Context: an optimization exercise on an open-source flow, tuned for a short achievable clock period and few clock cycles per item. The choices shown serve that exercise and are no tape-out recipe.
Only simulation tests tie the RTL to the original design; equivalence was not proved.
Power is estimated from default activity; no workload was simulated.

**design.v**
```verilog
package rv_pkg;
    localparam int XLEN       = 32;   
    localparam int REG_ADDR_W = 5;
    localparam int NUM_REGS   = 32;
    localparam int PC_STEP    = 4;    
    localparam logic [31:0] NOP_INSTR = 32'h0000_0013;   
    typedef enum logic [6:0] {
        OPC_IMM   = 7'b0010011,
        OPC_REG   = 7'b0110011,
        OPC_LOAD  = 7'b0000011,
        OPC_STORE = 7'b0100011
    } opcode_e;
    localparam logic [2:0] F3_ADD_SUB = 3'b000;
    localparam logic [2:0] F3_SLL     = 3'b001;
    localparam logic [2:0] F3_LW      = 3'b010;   
    localparam logic [2:0] F3_XOR     = 3'b100;
    localparam logic [2:0] F3_SR      = 3'b101;   
    localparam logic [2:0] F3_OR      = 3'b110;
    localparam logic [2:0] F3_AND     = 3'b111;
    localparam logic [6:0] FUNCT7_ALT = 7'b0100000;   
    typedef enum logic [2:0] {
        ALU_ADD, ALU_SUB, ALU_SLL, ALU_SRL,
        ALU_SRA, ALU_XOR, ALU_OR, ALU_AND
    } alu_op_e;
endpackage
`timescale 1ns/1ps
module rv_alu (
    input  rv_pkg::alu_op_e         op,
    input  logic [rv_pkg::XLEN-1:0] a,
    input  logic [rv_pkg::XLEN-1:0] b,   
    output logic [rv_pkg::XLEN-1:0] y
);
    logic [4:0] shamt;
    assign shamt = b[4:0];   
    always_comb begin
        case (op)
            rv_pkg::ALU_ADD: y = a + b;
            rv_pkg::ALU_SUB: y = a - b;
            rv_pkg::ALU_SLL: y = a << shamt;
            rv_pkg::ALU_SRL: y = a >> shamt;
            rv_pkg::ALU_SRA: y = $unsigned($signed(a) >>> shamt);
            rv_pkg::ALU_XOR: y = a ^ b;
            rv_pkg::ALU_OR:  y = a | b;
            rv_pkg::ALU_AND: y = a & b;
            default:         y = '0;
        endcase
    end
endmodule
`timescale 1ns/1ps
module rv_fetch (
    input  logic                    clk,
    input  logic                    rst,
    input  logic                    stall,       
    input  logic [rv_pkg::XLEN-1:0] imem_data,   
    output logic [rv_pkg::XLEN-1:0] imem_addr,
    output logic [rv_pkg::XLEN-1:0] id_instr     
);
    logic [rv_pkg::XLEN-1:0] pc;
    always_ff @(posedge clk) begin
        if (rst) begin
            pc <= '0;
        end else if (!stall) begin
            pc <= pc + rv_pkg::XLEN'(rv_pkg::PC_STEP);   
        end
    end
    assign imem_addr = pc;
    always_ff @(posedge clk) begin
        if (rst) begin
            id_instr <= rv_pkg::NOP_INSTR;
        end else if (!stall) begin
            id_instr <= imem_data;
        end   
    end
endmodule
`timescale 1ns/1ps
module rv_decode (
    input  logic                          clk,
    input  logic                          rst,
    input  logic [rv_pkg::XLEN-1:0]       id_instr,
    input  logic                          wb_we,
    input  logic [rv_pkg::REG_ADDR_W-1:0] wb_rd,
    input  logic [rv_pkg::XLEN-1:0]       wb_data,
    output logic                          stall,
    output rv_pkg::alu_op_e               ex_alu_op,
    output logic                          ex_sel_imm,
    output logic [rv_pkg::XLEN-1:0]       ex_imm,
    output logic [rv_pkg::REG_ADDR_W-1:0] ex_rs1,
    output logic [rv_pkg::REG_ADDR_W-1:0] ex_rs2,
    output logic [rv_pkg::REG_ADDR_W-1:0] ex_rd,
    output logic [rv_pkg::XLEN-1:0]       ex_rs1_val,
    output logic [rv_pkg::XLEN-1:0]       ex_rs2_val,
    output logic                          ex_reg_we,
    output logic                          ex_load,
    output logic                          ex_store
);
    rv_pkg::opcode_e                 opcode;
    logic [2:0]                      funct3;
    logic [6:0]                      funct7;
    logic [rv_pkg::REG_ADDR_W-1:0]   rd, rs1, rs2;
    logic [rv_pkg::XLEN-1:0]         imm_i, imm_sh, imm_s;
    logic [rv_pkg::XLEN-1:0]         imm;
    rv_pkg::alu_op_e                 alu_op;
    logic                            valid, is_load, is_store, sel_imm, use_rs2;
    logic                            reg_we;
    logic [rv_pkg::XLEN-1:0]         regs [rv_pkg::NUM_REGS];
    logic [rv_pkg::XLEN-1:0]         rs1_val, rs2_val;
    assign opcode = rv_pkg::opcode_e'(id_instr[6:0]);
    assign rd     = id_instr[11:7];
    assign funct3 = id_instr[14:12];
    assign rs1    = id_instr[19:15];
    assign rs2    = id_instr[24:20];
    assign funct7 = id_instr[31:25];
    assign imm_i  = {{20{id_instr[31]}}, id_instr[31:20]};
    assign imm_sh = {27'b0, id_instr[24:20]};   
    assign imm_s  = {{20{id_instr[31]}}, id_instr[31:25], id_instr[11:7]};
    always_comb begin
        alu_op   = rv_pkg::ALU_ADD;   
        imm      = imm_i;
        sel_imm  = 1'b0;
        use_rs2  = 1'b0;
        is_load  = 1'b0;
        is_store = 1'b0;
        valid    = 1'b0;   
        case (opcode)
            rv_pkg::OPC_REG: begin
                use_rs2 = 1'b1;
                valid   = (funct7 == 7'b0);
                case (funct3)
                    rv_pkg::F3_ADD_SUB: begin
                        alu_op = (funct7 == rv_pkg::FUNCT7_ALT) ? rv_pkg::ALU_SUB
                                                                : rv_pkg::ALU_ADD;
                        valid  = valid || (funct7 == rv_pkg::FUNCT7_ALT);
                    end
                    rv_pkg::F3_SR: begin
                        alu_op = (funct7 == rv_pkg::FUNCT7_ALT) ? rv_pkg::ALU_SRA
                                                                : rv_pkg::ALU_SRL;
                        valid  = valid || (funct7 == rv_pkg::FUNCT7_ALT);
                    end
                    rv_pkg::F3_SLL: alu_op = rv_pkg::ALU_SLL;
                    rv_pkg::F3_XOR: alu_op = rv_pkg::ALU_XOR;
                    rv_pkg::F3_OR:  alu_op = rv_pkg::ALU_OR;
                    rv_pkg::F3_AND: alu_op = rv_pkg::ALU_AND;
                    default:        valid  = 1'b0;   
                endcase
            end
            rv_pkg::OPC_IMM: begin
                sel_imm = 1'b1;
                valid   = 1'b1;
                case (funct3)
                    rv_pkg::F3_ADD_SUB: alu_op = rv_pkg::ALU_ADD;
                    rv_pkg::F3_SLL: begin
                        alu_op = rv_pkg::ALU_SLL;
                        imm    = imm_sh;
                        valid  = (funct7 == 7'b0);
                    end
                    rv_pkg::F3_SR: begin
                        alu_op = (funct7 == rv_pkg::FUNCT7_ALT) ? rv_pkg::ALU_SRA
                                                                : rv_pkg::ALU_SRL;
                        imm    = imm_sh;
                        valid  = (funct7 == 7'b0) || (funct7 == rv_pkg::FUNCT7_ALT);
                    end
                    rv_pkg::F3_XOR: alu_op = rv_pkg::ALU_XOR;
                    rv_pkg::F3_OR:  alu_op = rv_pkg::ALU_OR;
                    rv_pkg::F3_AND: alu_op = rv_pkg::ALU_AND;
                    default:        valid  = 1'b0;
                endcase
            end
            rv_pkg::OPC_LOAD: begin
                sel_imm = 1'b1;
                is_load = 1'b1;
                valid   = (funct3 == rv_pkg::F3_LW);   
            end
            rv_pkg::OPC_STORE: begin
                sel_imm  = 1'b1;
                imm      = imm_s;
                use_rs2  = 1'b1;   
                is_store = 1'b1;
                valid    = (funct3 == rv_pkg::F3_LW);
            end
            default: valid = 1'b0;
        endcase
    end
    assign reg_we = valid && !is_store && (rd != '0);
    always_ff @(posedge clk) begin
        if (rst) begin
            for (int i = 0; i < rv_pkg::NUM_REGS; i++) begin
                regs[i] <= '0;
            end
        end else if (wb_we) begin
            regs[wb_rd] <= wb_data;
        end
    end
    assign rs1_val = (wb_we && wb_rd == rs1) ? wb_data : regs[rs1];
    assign rs2_val = (wb_we && wb_rd == rs2) ? wb_data : regs[rs2];
    assign stall = ex_load && ex_reg_we &&
                   ((ex_rd == rs1) || (use_rs2 && ex_rd == rs2));
    always_ff @(posedge clk) begin
        if (rst || stall) begin
            ex_reg_we <= 1'b0;   
            ex_load   <= 1'b0;
            ex_store  <= 1'b0;
        end else begin
            ex_reg_we <= reg_we;
            ex_load   <= valid && is_load;
            ex_store  <= valid && is_store;
        end
    end
    always_ff @(posedge clk) begin
        ex_alu_op  <= alu_op;
        ex_sel_imm <= sel_imm;
        ex_imm     <= imm;
        ex_rs1     <= rs1;
        ex_rs2     <= rs2;
        ex_rd      <= rd;
        ex_rs1_val <= rs1_val;
        ex_rs2_val <= rs2_val;
    end
endmodule
`timescale 1ns/1ps
module rv_execute (
    input  logic                          clk,
    input  logic                          rst,
    input  rv_pkg::alu_op_e               ex_alu_op,
    input  logic                          ex_sel_imm,
    input  logic [rv_pkg::XLEN-1:0]       ex_imm,
    input  logic [rv_pkg::REG_ADDR_W-1:0] ex_rs1,
    input  logic [rv_pkg::REG_ADDR_W-1:0] ex_rs2,
    input  logic [rv_pkg::REG_ADDR_W-1:0] ex_rd,
    input  logic [rv_pkg::XLEN-1:0]       ex_rs1_val,
    input  logic [rv_pkg::XLEN-1:0]       ex_rs2_val,
    input  logic                          ex_reg_we,
    input  logic                          ex_load,
    input  logic                          ex_store,
    input  logic [rv_pkg::XLEN-1:0]       dmem_rdata,
    output logic [rv_pkg::XLEN-1:0]       dmem_addr,
    output logic [rv_pkg::XLEN-1:0]       dmem_wdata,
    output logic                          dmem_wen,
    output logic                          dmem_ren,
    output logic                          wb_we,
    output logic [rv_pkg::REG_ADDR_W-1:0] wb_rd,
    output logic [rv_pkg::XLEN-1:0]       wb_data
);
    logic [rv_pkg::XLEN-1:0]       src_a, src_b, alu_b, alu_y;
    logic [rv_pkg::XLEN-1:0]       mem_alu_y, mem_wdata;
    logic [rv_pkg::REG_ADDR_W-1:0] mem_rd;
    logic                          mem_we, mem_load, mem_store;
    logic [rv_pkg::XLEN-1:0]       wb_alu_y, wb_rdata;
    logic                          wb_load;
    logic                          mem_fwd_ok;
    assign mem_fwd_ok = mem_we && !mem_load;
    assign src_a = (mem_fwd_ok && mem_rd == ex_rs1) ? mem_alu_y :
                   (wb_we && wb_rd == ex_rs1)       ? wb_data   : ex_rs1_val;
    assign src_b = (mem_fwd_ok && mem_rd == ex_rs2) ? mem_alu_y :
                   (wb_we && wb_rd == ex_rs2)       ? wb_data   : ex_rs2_val;
    assign alu_b = ex_sel_imm ? ex_imm : src_b;
    rv_alu alu_i (
        .op (ex_alu_op),
        .a  (src_a),
        .b  (alu_b),
        .y  (alu_y)
    );
    always_ff @(posedge clk) begin
        if (rst) begin
            mem_we    <= 1'b0;
            mem_load  <= 1'b0;
            mem_store <= 1'b0;
            wb_we     <= 1'b0;
            wb_load   <= 1'b0;
        end else begin
            mem_we    <= ex_reg_we;
            mem_load  <= ex_load;
            mem_store <= ex_store;
            wb_we     <= mem_we;
            wb_load   <= mem_load;
        end
    end
    always_ff @(posedge clk) begin
        mem_alu_y <= alu_y;   
        mem_wdata <= src_b;   
        mem_rd    <= ex_rd;
        wb_alu_y  <= mem_alu_y;
        wb_rdata  <= dmem_rdata;
        wb_rd     <= mem_rd;
    end
    assign dmem_addr  = mem_alu_y;
    assign dmem_wdata = mem_wdata;
    assign dmem_wen   = mem_store;
    assign dmem_ren   = mem_load;
    assign wb_data = wb_load ? wb_rdata : wb_alu_y;
endmodule
`timescale 1ns/1ps
module rv_core (
    input  logic                    clk,
    input  logic                    rst,
    input  logic [rv_pkg::XLEN-1:0] imem_data,
    output logic [rv_pkg::XLEN-1:0] imem_addr,
    input  logic [rv_pkg::XLEN-1:0] dmem_rdata,
    output logic [rv_pkg::XLEN-1:0] dmem_addr,
    output logic [rv_pkg::XLEN-1:0] dmem_wdata,
    output logic                    dmem_wen,
    output logic                    dmem_ren
);
    logic [rv_pkg::XLEN-1:0]       id_instr;
    logic                          stall;
    rv_pkg::alu_op_e               ex_alu_op;
    logic                          ex_sel_imm;
    logic [rv_pkg::XLEN-1:0]       ex_imm;
    logic [rv_pkg::REG_ADDR_W-1:0] ex_rs1, ex_rs2, ex_rd;
    logic [rv_pkg::XLEN-1:0]       ex_rs1_val, ex_rs2_val;
    logic                          ex_reg_we, ex_load, ex_store;
    logic                          wb_we;
    logic [rv_pkg::REG_ADDR_W-1:0] wb_rd;
    logic [rv_pkg::XLEN-1:0]       wb_data;
    rv_fetch fetch_i (
        .clk       (clk),
        .rst       (rst),
        .stall     (stall),
        .imem_data (imem_data),
        .imem_addr (imem_addr),
        .id_instr  (id_instr)
    );
    rv_decode decode_i (
        .clk (clk), .rst (rst), .id_instr (id_instr),
        .wb_we (wb_we), .wb_rd (wb_rd), .wb_data (wb_data), .stall (stall),
        .ex_alu_op (ex_alu_op), .ex_sel_imm (ex_sel_imm), .ex_imm (ex_imm),
        .ex_rs1 (ex_rs1), .ex_rs2 (ex_rs2), .ex_rd (ex_rd),
        .ex_rs1_val (ex_rs1_val), .ex_rs2_val (ex_rs2_val),
        .ex_reg_we (ex_reg_we), .ex_load (ex_load), .ex_store (ex_store)
    );
    rv_execute execute_i (
        .clk (clk), .rst (rst),
        .ex_alu_op (ex_alu_op), .ex_sel_imm (ex_sel_imm), .ex_imm (ex_imm),
        .ex_rs1 (ex_rs1), .ex_rs2 (ex_rs2), .ex_rd (ex_rd),
        .ex_rs1_val (ex_rs1_val), .ex_rs2_val (ex_rs2_val),
        .ex_reg_we (ex_reg_we), .ex_load (ex_load), .ex_store (ex_store),
        .dmem_rdata (dmem_rdata), .dmem_addr (dmem_addr), .dmem_wdata (dmem_wdata),
        .dmem_wen (dmem_wen), .dmem_ren (dmem_ren),
        .wb_we (wb_we), .wb_rd (wb_rd), .wb_data (wb_data)
    );
endmodule
```
**run.sh**
```bash
#!/bin/bash
# synth_recipe.tcl (not shown) runs the flow's synth.tcl, then flattens the netlist and writes it again
# the make line also repeats each setting of config.mk as NAME=value (left out here)
make -C /OpenROAD-flow-scripts/flow DESIGN_CONFIG=/design/flow/config.mk WORK_HOME=/design/flow/orfs CLKGATE_MAP_FILE= SYNTH_SCRIPT=/design/flow/synth_recipe.tcl finish
```
**config.mk**
```make
export PLATFORM = sky130hd
export DESIGN_NAME = rv_core
export DESIGN_NICKNAME = rv_core
export VERILOG_FILES = /design/flow/design.v
export SDC_FILE = /design/flow/constraint.sdc
export NUM_CORES = 4
export LEC_CHECK = 0
export CAP_MARGIN = 20
export CORE_MARGIN = 2
export CORE_UTILIZATION = 40
export SLEW_MARGIN = 20
```
**constraint.sdc**
```tcl
create_clock -name core_clock -period 6.0 [get_ports {clk}]
set_input_delay 1.2000 -clock core_clock [delete_from_list [all_inputs] [get_ports {clk}]]
set_output_delay 1.2000 -clock core_clock [all_outputs]
set_load 0.01 [all_outputs]
```
==> summary.txt <==
==> power by group <==
part / internal, uW / switching, uW / leakage [uW] / total [uW]
clock network: 5240 / 3980 / 0.00237 / 9220
logic: 2220 / 4840 / 0.0133 / 7070
registers: 10500 / 780 / 0.0132 / 11300
total: 18000 / 9610 / 0.0289 / 27600
==> synthesized netlist by cell type, types with 27 or more instances <==
| cell type | n |
|---|---|
| a211oi_1 | 114 |
| a21oi_1 | 273 |
| a31oi_1 | 27 |
| and3_1 | 61 |
| buf_1 | 64 |
| buf_2 | 33 |
| clkbuf_1 | 420 |
| dfxtp_1 | 313 |
| edfxtp_1 | 1024 |
| ha_1 | 98 |
| inv_1 | 96 |
| mux2i_1 | 79 |
| mux4_2 | 643 |
| nand2_1 | 179 |
| nand2b_1 | 39 |
| nand3_1 | 82 |
| nor2_1 | 1233 |
| nor2b_1 | 76 |
| nor3_1 | 127 |
| o21ai_0 | 122 |
| o31ai_1 | 51 |
| xnor2_1 | 63 |
| xor2_1 | 55 |
==> routing by layer <==
metal	global-route usage, %	vias up	share of wire [%]
li1	-	21638	-
met1	38.4	26609	36
met2	47.2	3454	46
met3	7.50	717	11
met4	17.1	6	6.6
met5	0	-	0.017
==> worst max path at each step <==
stage                                   start                 endpoint  slack [ns]
after floorplan             execute_i.wb_load  execute_i.mem_alu_y[30]        0.11
after global placement    execute_i.mem_rd[2]  execute_i.mem_alu_y[30]        0.05
after detailed placement   execute_i.wb_rd[0]  execute_i.mem_alu_y[30]         0.1
after CTS                  decode_i.ex_rs2[0]  execute_i.mem_alu_y[30]        0.04
after global routing      execute_i.mem_rd[2]  execute_i.mem_alu_y[30]       -0.06
final                      decode_i.ex_rs2[0]  execute_i.mem_alu_y[30]        0.22
==> critical path, stage by stage (launching register included) <==
cell and delay [ns]:
dfxtp_1 0.32, xnor2_1 0.21, and4_2 0.43, a21boi_0 0.22, o31ai_4 0.27, ha_1 0.25
o311ai_0 0.19, nor4_2 0.35, and2_1 0.22, nor2_1 0.06, xnor2_1 0.15, ha_1 0.39
nand4_1 0.18, nor4b_2 0.35, nor4_1 0.15, o31a_1 0.39, o211a_1 0.28, o31a_1 0.33
o21ai_1 0.28, a311oi_1 0.18, o311ai_0 0.34, a311o_1 0.16
==> registers in the layout, summed over array words and instances, names as in the netlist, 3 cells and up, named ones only <==
signal,flops
decode_i.regs,1024
decode_i.ex_rs1_val,32
decode_i.ex_rs2_val,32
execute_i.mem_alu_y,32
execute_i.mem_wdata,32
execute_i.wb_alu_y,32
execute_i.wb_rdata,32
fetch_i.id_instr,32
fetch_i.pc,30
decode_i.ex_imm,12
decode_i.ex_rd,5
decode_i.ex_rs1,5
decode_i.ex_rs2,5
execute_i.mem_rd,5
execute_i.wb_rd,5
decode_i.ex_alu_op,3
==> cell families (layout without fill, tap and decap cells) <==
logic type	Yosys count	count (layout)	synth area share, %
AO/OA/AOI/OAI	852	852	7.98
XOR/XNOR	119	119	1.48
adder cells (fa/ha/maj)	99	99	1.75
buffers and inverters	637	785	3.54
flip-flops	1337	1337	52.0
multiplexers	729	729	21.6
other	1	4	0.00527
AND/OR/NAND/NOR	1912	1912	11.6
==> final cells by class <==
cell class,count,share of cell area (%)
Sequential cell,1337,45.6
Multi-Input combinational cell,3713,39.7
Inverter,100,0.462
Antenna cell,2,0.00616
Tap cell,2340,3.61
Clock buffer,198,5.10
Clock inverter,74,0.880
Timing Repair Buffer,413,4.62
==> metrics by stage <==
step	util, %	hold WS, ns	setup WS, ns
6_report	46.0	0.389	0.223
5_1_grt	46.0	0.398	-0.0620
4_1_cts	46.0	0.385	0.0439
3_5_place_dp	43.2	0.382	0.0960
3_3_place_gp	43.2	0.380	0.0544
2_1_floorplan	-	0.355	0.109
==> summary.txt <==
Status -> no timing/DRC/antenna violations
Asr flop ratio synth -> 0%
Syn. warnings -> 4
Root Buffer -> clkbuf_16
Part of the Yosys area used for sequential elements -> 52.0%
DR WL/cell -> 33.7 um
Sequential cell area -> 37100 um2
GRT Total Usage -> 30.2%
Initial DRC count -> 7193
Port buffer count -> 161
CTS tree -> built
Bufs on Longest Clock Path -> 3
Setup violations, final -> 0
Min Tclk post-route -> 5.78 ns
Pin count of the biggest net entering global routing -> 91
Hold-critical path depth -> 0
Worst vdd ir -> 0.241 mV
Post-synth EDFFs -> 1024
Hold-fix buffers at CTS -> 0
Worst reg2reg startpoint -> decode_i.ex_rs2[0]
Most frequent cells in the layout -> nor2_1, edfxtp_1, mux4_2
Share of cells above drive strength 1 -> 22.2%
Worst hold path class -> flop to flop
HPWL after DPL -> 179 mm
Routed WL -> 275 mm
Mean Syn Cell Area -> 12.5 um2
Vias in the first global route -> 51.7k
First-pass GRT wire length -> 388 mm
CTS Buf Count -> 151
Total vias in the final route -> 52.4k
ANT nets after route -> 0
CTS clk-pin slew, worst paths -> 0.06 ns
CP arrival -> 6.54 ns
Vias per cell -> 6.41
Effective utilization at floorplan -> 40.3%
DP Area -> 76300 um2
Die Area -> 181000 um2
Postcts setup bufs -> 0
Pleak -> 0.0289 uW
Cell area after layout -> 81200 um2
Synth cell types -> 90
Tot Pwr -> 27600 uW
Layout area overhead -> 14.1%
Core Area -> 176000 um2
Req. time, crit path -> 6.76 ns
Layout Nets -> 5881
Hold Startpoint -> execute_i.mem_rd[4]
DR DRC count -> 0
Yosys top cell by area -> edfxtp_1
Gpl congestion -> 1.05
Placed insts -> 7903
Commonest non-fill, non-tap cell in the layout -> nor2_1
Final Slew Violations -> 0
# Max-Cap Violations -> 0
Synth Flop Type -> edfxtp_1
Initial antenna violation count -> 12
Syn Std Cell Area -> 71100 um2
Slew of the pin with the lowest slew margin -> 1.32 ns
Final Hold Fails -> 0
Worst skew pair latency -> 0.83 ns
Crit. End Element -> flop
Pre-antenna DRT Iters -> 6
Top-area cell type share of the netlist area -> 43.2%
Syn Inst Count -> 5686
RSZ-0062 raised after global routing -> yes
Finished Layout Cells -> 8177
Fmax -> 173 MHz
Row count -> 154
Clk_skew -> 0.0313 ns
Hold EP -> execute_i.wb_rd[4]
Multi-input combinational cell area -> 32200 um2
Post-cts sizing count -> 0
Period utilisation layout -> 96.3%
Power Dens Cells -> 340 nW/um2
Relative slew slack -> 10.9%
Ranking of synthesized cells by area -> edfxtp_1, mux4_2, dfxtp_1
Crit path kind -> flop to flop
Clock sink count -> 1337
Post-synthesis register bit count -> 1337
CTS H-tree lvls -> 4
Reg2Reg Capture Point -> execute_i.mem_alu_y[30]
Die W -> 426 um
Fillers -> 15.9k
Crit path launch type -> flop
Register-to-register setup slack -> 0.22 ns
# IOs -> 164
Critical path fanouts, max -> 13
Worst R2R Path Depth -> 21
Total gr overflow -> 0
Die Y-Extent -> 426 um
Setup TNS -> 0 ns
Testbench counts, summed over its fixed seeds: cycles 59,898, instrs 55,168.

## separate check: timing with driven ports
In the flow no input, the clock included, has a driving cell. The finished layout below was timed again as built, in two steps.
Step 1: set_driving_cell puts a clkbuf_16 on clk and a buf_2 on each other input, an assumption about the parent block.
Step 2 moves the port delays by t, midway between the first and last clock arrival at a register: inputs arrive t later, outputs are due t later. That takes back most of the time a late clock gives input paths.
Three values: no drivers, after step 1, after step 2; two values: the first two.
t, ns: 0.888
setup slack, ns: 0.223 / 0.223 / 0.223
hold slack, ns: 0.389 / 0.389 / 0.389
clock arrival spread, ns: 0.046 / 0.046
After both steps this run still meets setup and hold. For this run, drivers alone change the setup slack by 0.000 ns; drivers and shift together by 0.000 ns.
